Source: an optimization exercise on an open RTL-to-GDS flow (aim: small area and a short achievable clock period). Production flows keep margins and buffers that such runs may drop.
Function not checked in this run: the RTL went through the layout flow alone.
Power and IR drop assume default switching activity.

[flow/run.sh]
#!/bin/bash
# synth_recipe.tcl (not shown) runs the flow's synth.tcl, then flattens the netlist and writes it again
# the make line also repeats each setting of config.mk as NAME=value (left out here)
make -C /OpenROAD-flow-scripts/flow DESIGN_CONFIG=/design/flow/config.mk WORK_HOME=/design/flow/orfs CLKGATE_MAP_FILE= SYNTH_SCRIPT=/design/flow/synth_recipe.tcl finish
[flow/config.mk]
export PLATFORM = sky130hd
export DESIGN_NAME = gbuf_link_top
export DESIGN_NICKNAME = gbuf_link_top
export VERILOG_FILES = /design/flow/design.v
export SDC_FILE = /design/flow/constraint.sdc
export NUM_CORES = 4
export LEC_CHECK = 0
export CAP_MARGIN = 20
export CORE_MARGIN = 2
export CORE_UTILIZATION = 40
export SLEW_MARGIN = 20
[flow/constraint.sdc]
create_clock -name core_clock -period 5.0 [get_ports {clk}]
set_input_delay 1.0000 -clock core_clock [delete_from_list [all_inputs] [get_ports {clk}]]
set_output_delay 1.0000 -clock core_clock [all_outputs]
set_load 0.01 [all_outputs]
[flow/design.v]
    localparam int DATA_W        = 16;
    localparam int BANK_AW       = 6;
    localparam int BANK_DEPTH    = 1 << BANK_AW;
    localparam int LVL_W         = BANK_AW + 1;
    localparam int NUM_BANKS     = 6;
    localparam int NUM_IN_BANKS  = 4;
    localparam int NUM_OUT_BANKS = 2;
    localparam int OUT_IDX_W     = 1;
    localparam int BURST_LEN = 8;
    localparam int CFG_LEN   = 4;
    localparam int CNT_W     = 3;
    localparam logic [3:0] SEL_CFG    = 4'd0;
    localparam logic [3:0] SEL_ACT    = 4'd2;
    localparam logic [3:0] SEL_FLGACT = 4'd4;
    localparam logic [3:0] SEL_WEI    = 4'd6;
    localparam logic [3:0] SEL_FLGWEI = 4'd8;
    localparam logic [3:0] SEL_FLGOFM = 4'd10;
    localparam logic [3:0] SEL_OFM    = 4'd11;
    function automatic logic [NUM_BANKS-1:0] sel_onehot(input logic [3:0] sel);
        logic [NUM_BANKS-1:0] oh;
        oh = '0;
        case (sel)
            SEL_FLGWEI: oh[0] = 1'b1;
            SEL_WEI:    oh[1] = 1'b1;
            SEL_FLGACT: oh[2] = 1'b1;
            SEL_ACT:    oh[3] = 1'b1;
            SEL_FLGOFM: oh[4] = 1'b1;
            SEL_OFM:    oh[5] = 1'b1;
            default:    oh = '0;
        endcase
        sel_onehot = oh;
    endfunction
    function automatic logic [3:0] bank_sel(input int idx);
        logic [3:0] sel;
        case (idx)
            0:       sel = SEL_FLGWEI;
            1:       sel = SEL_WEI;
            2:       sel = SEL_FLGACT;
            3:       sel = SEL_ACT;
            4:       sel = SEL_FLGOFM;
            5:       sel = SEL_OFM;
            default: sel = SEL_CFG;
        endcase
        bank_sel = sel;
    endfunction
`timescale 1ns/10ps
`default_nettype none
module gbuf_bank #(
    parameter bit BYPASS = 1'b1
) (
    input  wire logic         clk,
    input  wire logic         rst_n,
    input  wire logic         clear,
    input  wire logic         wr_en,
    input  wire logic [15:0]  st_data,
    input  wire logic         rd_en,
    output logic [15:0]       rd_word,
    output logic              rd_ok,
    output logic [6:0]        level
);
    localparam int DATA_W        = 16;
    localparam int BANK_AW       = 6;
    localparam int BANK_DEPTH    = 1 << BANK_AW;
    localparam int LVL_W         = BANK_AW + 1;
    localparam int NUM_BANKS     = 6;
    localparam int NUM_IN_BANKS  = 4;
    localparam int NUM_OUT_BANKS = 2;
    localparam int OUT_IDX_W     = 1;
    localparam int BURST_LEN = 8;
    localparam int CFG_LEN   = 4;
    localparam int CNT_W     = 3;
    localparam logic [3:0] SEL_CFG    = 4'd0;
    localparam logic [3:0] SEL_ACT    = 4'd2;
    localparam logic [3:0] SEL_FLGACT = 4'd4;
    localparam logic [3:0] SEL_WEI    = 4'd6;
    localparam logic [3:0] SEL_FLGWEI = 4'd8;
    localparam logic [3:0] SEL_FLGOFM = 4'd10;
    localparam logic [3:0] SEL_OFM    = 4'd11;
    function automatic logic [NUM_BANKS-1:0] sel_onehot(input logic [3:0] sel);
        logic [NUM_BANKS-1:0] oh;
        oh = '0;
        case (sel)
            SEL_FLGWEI: oh[0] = 1'b1;
            SEL_WEI:    oh[1] = 1'b1;
            SEL_FLGACT: oh[2] = 1'b1;
            SEL_ACT:    oh[3] = 1'b1;
            SEL_FLGOFM: oh[4] = 1'b1;
            SEL_OFM:    oh[5] = 1'b1;
            default:    oh = '0;
        endcase
        sel_onehot = oh;
    endfunction
    function automatic logic [3:0] bank_sel(input int idx);
        logic [3:0] sel;
        case (idx)
            0:       sel = SEL_FLGWEI;
            1:       sel = SEL_WEI;
            2:       sel = SEL_FLGACT;
            3:       sel = SEL_ACT;
            4:       sel = SEL_FLGOFM;
            5:       sel = SEL_OFM;
            default: sel = SEL_CFG;
        endcase
        bank_sel = sel;
    endfunction
    logic [DATA_W-1:0]  mem [BANK_DEPTH];
    logic [BANK_AW-1:0] wr_ptr;
    logic [BANK_AW-1:0] rd_ptr;
    logic [BANK_AW:0]   count;
    logic               st_we;
    logic               full;
    logic               empty;
    logic               wr_ok;
    assign full  = count[BANK_AW];
    assign empty = (count == '0);
    assign wr_ok = wr_en & ~full;
    assign rd_ok = rd_en & ~empty;
    assign level = count;
    always_ff @(posedge clk or negedge rst_n) begin
        if (!rst_n) begin
            wr_ptr <= '0;
            rd_ptr <= '0;
            count  <= '0;
            st_we  <= 1'b0;
        end else if (clear) begin
            wr_ptr <= '0;
            rd_ptr <= '0;
            count  <= '0;
            st_we  <= 1'b0;
        end else begin
            st_we <= wr_ok;
            if (st_we) begin
                wr_ptr <= wr_ptr + 1'b1;
            end
            if (rd_ok) begin
                rd_ptr <= rd_ptr + 1'b1;
            end
            case ({wr_ok, rd_ok})
                2'b10:   count <= count + 1'b1;
                2'b01:   count <= count - 1'b1;
                default: count <= count;
            endcase
        end
    end
    always_ff @(posedge clk) begin
        if (st_we) begin
            mem[wr_ptr] <= st_data;
        end
    end
    generate
        if (BYPASS) begin : g_byp
            assign rd_word = (st_we && count == LVL_W'(1)) ? st_data : mem[rd_ptr];
        end else begin : g_nobyp
            assign rd_word = mem[rd_ptr];
        end
    endgenerate
endmodule
`default_nettype wire
`timescale 1ns/10ps
`default_nettype none
module link_scheduler (
    input  wire logic                       clk,
    input  wire logic                       rst_n,
    input  wire logic                       clear,
    input  wire logic                       cfg_req,
    input  wire logic [41:0]                level,
    input  wire logic                       link_in_valid,
    output logic [3:0]                      grant_sel,
    output logic                            grant_upload,
    output logic                            link_req,
    output logic                            link_done,
    output logic                            cfg_valid,
    output logic [NUM_IN_BANKS-1:0]         in_bank,     
    output logic [NUM_OUT_BANKS-1:0]        up_bank      
);
    localparam int DATA_W        = 16;
    localparam int BANK_AW       = 6;
    localparam int BANK_DEPTH    = 1 << BANK_AW;
    localparam int LVL_W         = BANK_AW + 1;
    localparam int NUM_BANKS     = 6;
    localparam int NUM_IN_BANKS  = 4;
    localparam int NUM_OUT_BANKS = 2;
    localparam int OUT_IDX_W     = 1;
    localparam int BURST_LEN = 8;
    localparam int CFG_LEN   = 4;
    localparam int CNT_W     = 3;
    localparam logic [3:0] SEL_CFG    = 4'd0;
    localparam logic [3:0] SEL_ACT    = 4'd2;
    localparam logic [3:0] SEL_FLGACT = 4'd4;
    localparam logic [3:0] SEL_WEI    = 4'd6;
    localparam logic [3:0] SEL_FLGWEI = 4'd8;
    localparam logic [3:0] SEL_FLGOFM = 4'd10;
    localparam logic [3:0] SEL_OFM    = 4'd11;
    function automatic logic [NUM_BANKS-1:0] sel_onehot(input logic [3:0] sel);
        logic [NUM_BANKS-1:0] oh;
        oh = '0;
        case (sel)
            SEL_FLGWEI: oh[0] = 1'b1;
            SEL_WEI:    oh[1] = 1'b1;
            SEL_FLGACT: oh[2] = 1'b1;
            SEL_ACT:    oh[3] = 1'b1;
            SEL_FLGOFM: oh[4] = 1'b1;
            SEL_OFM:    oh[5] = 1'b1;
            default:    oh = '0;
        endcase
        sel_onehot = oh;
    endfunction
    function automatic logic [3:0] bank_sel(input int idx);
        logic [3:0] sel;
        case (idx)
            0:       sel = SEL_FLGWEI;
            1:       sel = SEL_WEI;
            2:       sel = SEL_FLGACT;
            3:       sel = SEL_ACT;
            4:       sel = SEL_FLGOFM;
            5:       sel = SEL_OFM;
            default: sel = SEL_CFG;
        endcase
        bank_sel = sel;
    endfunction
    logic             grant_active;
    logic             cfg_pend;
    logic [CNT_W-1:0] word_cnt;
    logic             pick_valid;
    logic [3:0]       pick_sel;
    logic             pick_upload;
    logic             in_last;     
    logic             up_last;     
    logic             cfg_act;     
    logic             n_active;
    logic [3:0]       n_sel;
    logic             n_upload;
    logic [CNT_W-1:0] n_cnt;
    logic             step;
    logic             last_word;
    always_comb begin
        pick_valid  = 1'b0;
        pick_sel    = SEL_CFG;
        pick_upload = 1'b0;
        for (int i = NUM_IN_BANKS - 1; i >= 0; i--) begin
            if (level[i*LVL_W +: LVL_W] <= LVL_W'(BANK_DEPTH - BURST_LEN)) begin
                pick_valid  = 1'b1;
                pick_sel    = bank_sel(i);
                pick_upload = 1'b0;
            end
        end
        for (int i = NUM_BANKS - 1; i >= NUM_IN_BANKS; i--) begin
            if (level[i*LVL_W +: LVL_W] >= LVL_W'(BURST_LEN)) begin
                pick_valid  = 1'b1;
                pick_sel    = bank_sel(i);
                pick_upload = 1'b1;
            end
        end
        if (cfg_pend) begin
            pick_valid  = 1'b1;
            pick_sel    = SEL_CFG;
            pick_upload = 1'b0;
        end
    end
    assign step      = grant_upload | link_in_valid;
    assign last_word = (grant_sel == SEL_CFG) ? (word_cnt == CNT_W'(CFG_LEN - 1))
                                              : (word_cnt == CNT_W'(BURST_LEN - 1));
    assign link_done = up_last | (in_last & link_in_valid);
    assign cfg_valid = cfg_act & link_in_valid;
    always_comb begin
        n_active = grant_active;
        n_sel    = grant_sel;
        n_upload = grant_upload;
        n_cnt    = word_cnt;
        if (!grant_active) begin
            n_cnt = '0;
            if (pick_valid) begin
                n_active = 1'b1;
                n_sel    = pick_sel;
                n_upload = pick_upload;
            end
        end else if (step) begin
            if (last_word) begin
                n_active = 1'b0;
                n_cnt    = '0;
            end else begin
                n_cnt = word_cnt + 1'b1;
            end
        end
    end
    always_ff @(posedge clk or negedge rst_n) begin
        if (!rst_n) begin
            grant_active <= 1'b0;
            grant_sel    <= SEL_CFG;
            grant_upload <= 1'b0;
            link_req     <= 1'b0;
            word_cnt     <= '0;
            cfg_pend     <= 1'b0;
            in_last      <= 1'b0;
            up_last      <= 1'b0;
            cfg_act      <= 1'b0;
            in_bank      <= '0;
            up_bank      <= '0;
        end else if (clear) begin
            grant_active <= 1'b0;
            grant_sel    <= SEL_CFG;
            grant_upload <= 1'b0;
            link_req     <= 1'b0;
            word_cnt     <= '0;
            cfg_pend     <= 1'b0;
            in_last      <= 1'b0;
            up_last      <= 1'b0;
            cfg_act      <= 1'b0;
            in_bank      <= '0;
            up_bank      <= '0;
        end else begin
            grant_active <= n_active;
            grant_sel    <= n_sel;
            grant_upload <= n_upload;
            word_cnt     <= n_cnt;
            link_req     <= ~grant_active & pick_valid;
            cfg_pend     <= cfg_req | (cfg_pend & grant_active);
            cfg_act <= n_active & ~n_upload & (n_sel == SEL_CFG);
            in_last <= n_active & ~n_upload &
                       ((n_sel == SEL_CFG) ? (n_cnt == CNT_W'(CFG_LEN - 1))
                                           : (n_cnt == CNT_W'(BURST_LEN - 1)));
            up_last <= n_active & n_upload & (n_cnt == CNT_W'(BURST_LEN - 1));
            for (int i = 0; i < NUM_IN_BANKS; i++) begin
                in_bank[i] <= n_active & ~n_upload & (n_sel == bank_sel(i));
            end
            for (int j = 0; j < NUM_OUT_BANKS; j++) begin
                up_bank[j] <= n_active & n_upload & (n_sel == bank_sel(NUM_IN_BANKS + j));
            end
        end
    end
endmodule
`default_nettype wire
`timescale 1ns/10ps
`default_nettype none
module gbuf_link_top (
    input  wire logic                              clk,
    input  wire logic                              rst_n,
    input  wire logic                              clear,
    input  wire logic                              cfg_req,
    output logic                                   link_req,
    output logic [3:0]                             link_sel,
    output logic                                   link_upload,
    output logic                                   link_done,
    input  wire logic                              link_in_valid,
    input  wire logic [15:0]                 link_in_data,
    output logic                                   link_out_valid,
    output logic [15:0]                      link_out_data,
    output logic                                   cfg_valid,
    output logic [15:0]                      cfg_word,
    input  wire logic [3:0]           core_rd,
    output logic [3:0]                core_rd_valid,
    output logic [63:0]         core_rd_data,
    input  wire logic [1:0]          core_wr,
    input  wire logic [31:0]   core_wr_data,
    output logic [41:0]             level
);
    localparam int DATA_W        = 16;
    localparam int BANK_AW       = 6;
    localparam int BANK_DEPTH    = 1 << BANK_AW;
    localparam int LVL_W         = BANK_AW + 1;
    localparam int NUM_BANKS     = 6;
    localparam int NUM_IN_BANKS  = 4;
    localparam int NUM_OUT_BANKS = 2;
    localparam int OUT_IDX_W     = 1;
    localparam int BURST_LEN = 8;
    localparam int CFG_LEN   = 4;
    localparam int CNT_W     = 3;
    localparam logic [3:0] SEL_CFG    = 4'd0;
    localparam logic [3:0] SEL_ACT    = 4'd2;
    localparam logic [3:0] SEL_FLGACT = 4'd4;
    localparam logic [3:0] SEL_WEI    = 4'd6;
    localparam logic [3:0] SEL_FLGWEI = 4'd8;
    localparam logic [3:0] SEL_FLGOFM = 4'd10;
    localparam logic [3:0] SEL_OFM    = 4'd11;
    function automatic logic [NUM_BANKS-1:0] sel_onehot(input logic [3:0] sel);
        logic [NUM_BANKS-1:0] oh;
        oh = '0;
        case (sel)
            SEL_FLGWEI: oh[0] = 1'b1;
            SEL_WEI:    oh[1] = 1'b1;
            SEL_FLGACT: oh[2] = 1'b1;
            SEL_ACT:    oh[3] = 1'b1;
            SEL_FLGOFM: oh[4] = 1'b1;
            SEL_OFM:    oh[5] = 1'b1;
            default:    oh = '0;
        endcase
        sel_onehot = oh;
    endfunction
    function automatic logic [3:0] bank_sel(input int idx);
        logic [3:0] sel;
        case (idx)
            0:       sel = SEL_FLGWEI;
            1:       sel = SEL_WEI;
            2:       sel = SEL_FLGACT;
            3:       sel = SEL_ACT;
            4:       sel = SEL_FLGOFM;
            5:       sel = SEL_OFM;
            default: sel = SEL_CFG;
        endcase
        bank_sel = sel;
    endfunction
    logic [NUM_IN_BANKS-1:0]        in_bank;
    logic [NUM_OUT_BANKS-1:0]       up_bank;
    logic [DATA_W-1:0]              st_link;
    logic [NUM_OUT_BANKS*DATA_W-1:0] st_core;
    logic [NUM_BANKS*DATA_W-1:0]    rd_word;
    logic [NUM_BANKS-1:0]           rd_ok;
    assign cfg_word = link_in_data;
    link_scheduler u_scheduler (
        .clk           (clk),
        .rst_n         (rst_n),
        .clear         (clear),
        .cfg_req       (cfg_req),
        .level         (level),
        .link_in_valid (link_in_valid),
        .grant_sel     (link_sel),
        .grant_upload  (link_upload),
        .link_req      (link_req),
        .link_done     (link_done),
        .cfg_valid     (cfg_valid),
        .in_bank       (in_bank),
        .up_bank       (up_bank)
    );
    always_ff @(posedge clk) begin
        st_link <= link_in_data;
        st_core <= core_wr_data;
    end
    for (genvar b = 0; b < NUM_IN_BANKS; b++) begin : g_in
        gbuf_bank #(.BYPASS(1'b1)) u_bank (
            .clk      (clk),
            .rst_n    (rst_n),
            .clear    (clear),
            .wr_en    (link_in_valid & in_bank[b]),
            .st_data  (st_link),
            .rd_en    (core_rd[b]),
            .rd_word  (rd_word[b*DATA_W +: DATA_W]),
            .rd_ok    (rd_ok[b]),
            .level    (level[b*LVL_W +: LVL_W])
        );
    end
    for (genvar j = 0; j < NUM_OUT_BANKS; j++) begin : g_out
        gbuf_bank #(.BYPASS(1'b0)) u_bank (
            .clk      (clk),
            .rst_n    (rst_n),
            .clear    (clear),
            .wr_en    (core_wr[j]),
            .st_data  (st_core[j*DATA_W +: DATA_W]),
            .rd_en    (up_bank[j]),
            .rd_word  (rd_word[(NUM_IN_BANKS + j)*DATA_W +: DATA_W]),
            .rd_ok    (rd_ok[NUM_IN_BANKS + j]),
            .level    (level[(NUM_IN_BANKS + j)*LVL_W +: LVL_W])
        );
    end
    always_ff @(posedge clk) begin
        core_rd_data  <= rd_word[NUM_IN_BANKS*DATA_W-1:0];
        link_out_data <= up_bank[1] ? rd_word[(NUM_IN_BANKS + 1)*DATA_W +: DATA_W]
                                    : rd_word[NUM_IN_BANKS*DATA_W +: DATA_W];
    end
    always_ff @(posedge clk or negedge rst_n) begin
        if (!rst_n) begin
            core_rd_valid  <= '0;
            link_out_valid <= 1'b0;
        end else if (clear) begin
            core_rd_valid  <= '0;
            link_out_valid <= 1'b0;
        end else begin
            core_rd_valid  <= rd_ok[NUM_IN_BANKS-1:0];
            link_out_valid <= |rd_ok[NUM_BANKS-1:NUM_IN_BANKS];
        end
    end
endmodule
`default_nettype wire
==> run summary <==
## state kept, by name (all words and copies together) (netlist names), 3 cells and up
register,cells
core_rd_data,64
core_rd_valid,4
g_in.u_bank.count,28
g_in.u_bank.mem,4096
g_in.u_bank.rd_ptr,24
g_in.u_bank.st_we,4
g_in.u_bank.wr_ptr,24
g_out.u_bank.count,14
g_out.u_bank.mem,2048
g_out.u_bank.rd_ptr,12
g_out.u_bank.wr_ptr,12
link_out_data,16
st_core,32
st_link,16
u_scheduler.grant_sel,4
u_scheduler.in_bank,4
u_scheduler.word_cnt,3
## per-stage QoR
step | setup slack (ps) | cells
3_3_place_gp | 862 | 19700
6_report | 1130 | 20900
3_5_place_dp | 1210 | 19700
2_1_floorplan | 694 | 11500
4_1_cts | 960 | 20900
5_1_grt | 1050 | 20900
## worst paths after layout
path                            depth (start not counted)                        to                      from  slack (ps)
worst max-delay path                                    6    u_scheduler.up_bank[0]  g_out[1].u_bank.count[3]        1130
worst min-delay path                                    1               st_core[25]          core_wr_data[25]         370
worst max register to register                          6    u_scheduler.up_bank[0]  g_out[1].u_bank.count[3]        1130
worst min register to register                          2   u_scheduler.word_cnt[1]   u_scheduler.word_cnt[1]         560
max in group asynchronous                               3  g_in[2].u_bank.rd_ptr[1]                     rst_n        3510
min in group asynchronous                               2  g_in[3].u_bank.rd_ptr[5]                     rst_n         520
## worst max-delay path, cell delays in order, from the launching register on
cell	delay [ps]
dfrtp_1	420
or4_1	960
nor2_1	670
and3_1	310
a21oi_1	150
mux2i_1	330
nor4_2	810
## logic make-up (layout without fill, tap and decap cells)
family | after synthesis | count (layout)
other | 0 | 10
XOR/XNOR | 93 | 93
multiplexers | 2208 | 2208
AO/OA/AOI/OAI | 1143 | 1143
buffers and inverters | 716 | 1953
AND/OR/NAND/NOR | 907 | 907
adder cells (fa/ha/maj) | 41 | 41
flip-flops | 6417 | 6417
## area by class of cell
type | count | area share (%)
flip-flops and latches | 6417 | 67.5
repair buffers | 767 | 2.60
inverters | 24 | 0.0319
clock inverters | 330 | 1.15
multi-input cells | 4392 | 19.0
diodes | 10 | 0.00885
well taps | 8120 | 3.59
clock buffers | 832 | 6.09
## layout by cell type, fill, tap and decap left out, drive strengths merged, types with 49 or more instances in the layout
| cell | count |
|---|---|
| nor2 | 548 |
| o32ai | 135 |
| nand2 | 132 |
| clkbuf | 832 |
| dfrtp | 145 |
| edfxtp | 6144 |
| a21oi | 263 |
| o221ai | 226 |
| clkinv | 234 |
| a21o | 51 |
| mux2i | 742 |
| inv | 55 |
| xnor2 | 49 |
| dfxtp | 128 |
| o22ai | 181 |
| buf | 559 |
| bufinv | 50 |
| clkdlybuf4s50 | 207 |
| mux4 | 1431 |
| o21ai | 153 |
## power breakdown
part / switching [mW] / total [mW] / internal, mW
clock: 20.1 / 47.0 / 26.9
combinational: 6.88 / 13.1 / 6.21
sequential: 1.05 / 60.3 / 59.2
total: 28.0 / 120 / 92.4
## routing by layer
layer  vias to the layer above  GRT usage (%)
li1                      50000              -
met1                     63900           26.4
met2                      4513           30.7
met3                       881           2.45
met4                         0           5.32
met5                         -              0
## repair_timing
action | CTS | global route
resized for setup | 0 | 0
endpoints found under the hold margin | 57 | 0
hold buffers | 1 | 0
==> results.sh <==
export IMPL_synth_mux_area_share_pct=16.2
export IMPL_antenna_left=0
export IMPL_final_seq_area_um2=191000
export IMPL_io_pins=210
export IMPL_area_growth_pct=14.4
export IMPL_synth_top_area_share_pct=74.6
export IMPL_clock_skew_ps=46.6
export IMPL_final_setup_viol_count=0
export IMPL_numCtsBuffers=637
export IMPL_worst_pin_slew_ps=1140
export IMPL_post_dp_cell_area_um2=262000
export IMPL_postCtsSetupBuffers=0
export IMPL_clock_latency_ps=1080
export IMPL_result_of_the_run="complete, no violations"
export IMPL_route_detailed_wl_per_inst_um=28.6
export IMPL_startpoint_type="register"
export IMPL_std_cell_rows=288
export IMPL_dp_hpwl_mm=348
export IMPL_timing_hold_worst_class="input port to register"
export IMPL_grt_first_pass_wirelength_mm=863
export IMPL_smallest_hold_slack_ps=370
export IMPL_final_period_utilization_pct=77.5
export IMPL_total_power_mw=120
export IMPL_yosysSeqAreaShare_pct=77.1
export IMPL_max_transition_margin_pct=24.2
export IMPL_finalHoldViolCount=0
export IMPL_die_width_um=790
export IMPL_timing_critical_path_to_type="register"
export IMPL_detailroute_wirelength_met2_mm=292
export IMPL_synth_adder_area_share_pct=0.214
export IMPL_fillers=50400
export IMPL_clock_sink_count=6417
export IMPL_final_nets=12300
export IMPL_antenna_violations_before_repair=16
export IMPL_setup_repair_after_global_routing_missed_its_margin="false"
export IMPL_detail_route_wirelength_mm=599
export IMPL_detailroute_via_count=119000
export IMPL_clock_root_buffer="clkbuf_16"
export IMPL_die_height_um=790
export IMPL_first_global_vias=121000
export IMPL_max_cap_viol_count=0
export IMPL_crit_required_ps=5890
export IMPL_netlist_cell_type_count=67
export IMPL_synth_main_ff_cell="edfxtp_1"
export IMPL_wl_met3_mm=39.0
export IMPL_mean_instance_size_in_the_synthesized_netlist_um2=21.4
export IMPL_area_fraction_in_and_or_nand_and_nor_cells_after_synthesis_pct=1.61
export IMPL_totalNegativeSetupSlack_ps=0
export IMPL_largest_family_of_logic_cells_by_synthesized_area="multiplexers"
export IMPL_worst_setup_path_type="register to register"
export IMPL_synth_compound_area_share_pct=3.17
export IMPL_max_freq_ghz=0.258
export IMPL_dr_max_layer_used="met4"
export IMPL_timing_final_max_slew_violations=0
export IMPL_yosys_area_top_type="edfxtp_1"
export IMPL_fin_crit_ps=3870
export IMPL_clock_tree_htree_level_count=6
export IMPL_synth_most_common_cell="edfxtp_1"
export IMPL_synth_edf_count=6144
export IMPL_clk_pin_slew_worst_paths_ps=60
export IMPL_synthXorXnorAreaFrac_pct=0.330
export IMPL_ys_top_cells_by_area="edfxtp_1 75%, mux4_2 13%, mux2i_1 3.0%, dfrtp_1 1.5%, dfxtp_1 1.0%"
export IMPL_post_route_cells_drive_above_1_share_pct=24.2
export IMPL_post_route_util_pct=45.9
export IMPL_synth_top_cells_by_count="6144 x edfxtp_1, 1431 x mux4_2, 742 x mux2i_1, 548 x nor2_1, 396 x clkbuf_1"
export IMPL_synth_seq_cells=6417
export IMPL_multi_input_area_um2=53600
export IMPL_cts_tree="yes"
export IMPL_design_die_area_um2=624000
export IMPL_syn_area_um2=247000
export IMPL_placement_io_buffers=209
export IMPL_critical_path_max_fanout=8
export IMPL_critical_path_arrival_ps=4760
export IMPL_leakagePower_nw=85.7
export IMPL_cell_area_after_layout_um2=283000
export IMPL_gate_count_after_technology_mapping=11500
export IMPL_yosys_warning_total=4
export IMPL_power_per_cell_area_nw_per_um2=426
export IMPL_route_layer_met1_wl_mm=249
export IMPL_std_cell_core_area_um2=615000
export IMPL_grt_util_all_layers_pct=18.7
export IMPL_asyncSetResetFlopFracSynth_pct=2.26
export IMPL_cts_buffer_depth=4
export IMPL_drt_pass1_iter_count=6
export IMPL_place_congestion=0.799
export IMPL_detail_route_drc_violations=0
export IMPL_maximum_vdd_drop_mv=0.376
export IMPL_maximum_number_of_pins_on_one_net_before_global_route_repair=200
export IMPL_initial_utilization_pct=40.2
export IMPL_syn_nets=11600
export IMPL_vias_per_cell=5.71
export IMPL_drt_initial_drc_count=13200
export IMPL_globalRoute_totalOverflow=0

[re-timing with driven ports]
The flow's constraints put no driver on any port. The routed layout listed below was extracted and timed again, unchanged, in two steps. Step 1: set_driving_cell puts a clkbuf_16 on clk and a buf_2 on each other input, an assumption about the parent block. Step 2 times the ports against the registers' clock, not the clock port: input delays grow and output delays shrink by t, the midpoint of the rising clock arrivals with the driver on. a / b / c = ideal ports / drivers / drivers and shift; a / b = the first two.
t, ns: 1.175
setup slack, ns: 1.126 / 1.126 / 1.126
worst setup path at the end: register to register
After both steps this run still meets setup and hold. For this run, drivers alone change the setup slack by 0.000 ns; drivers and shift together by 0.000 ns.
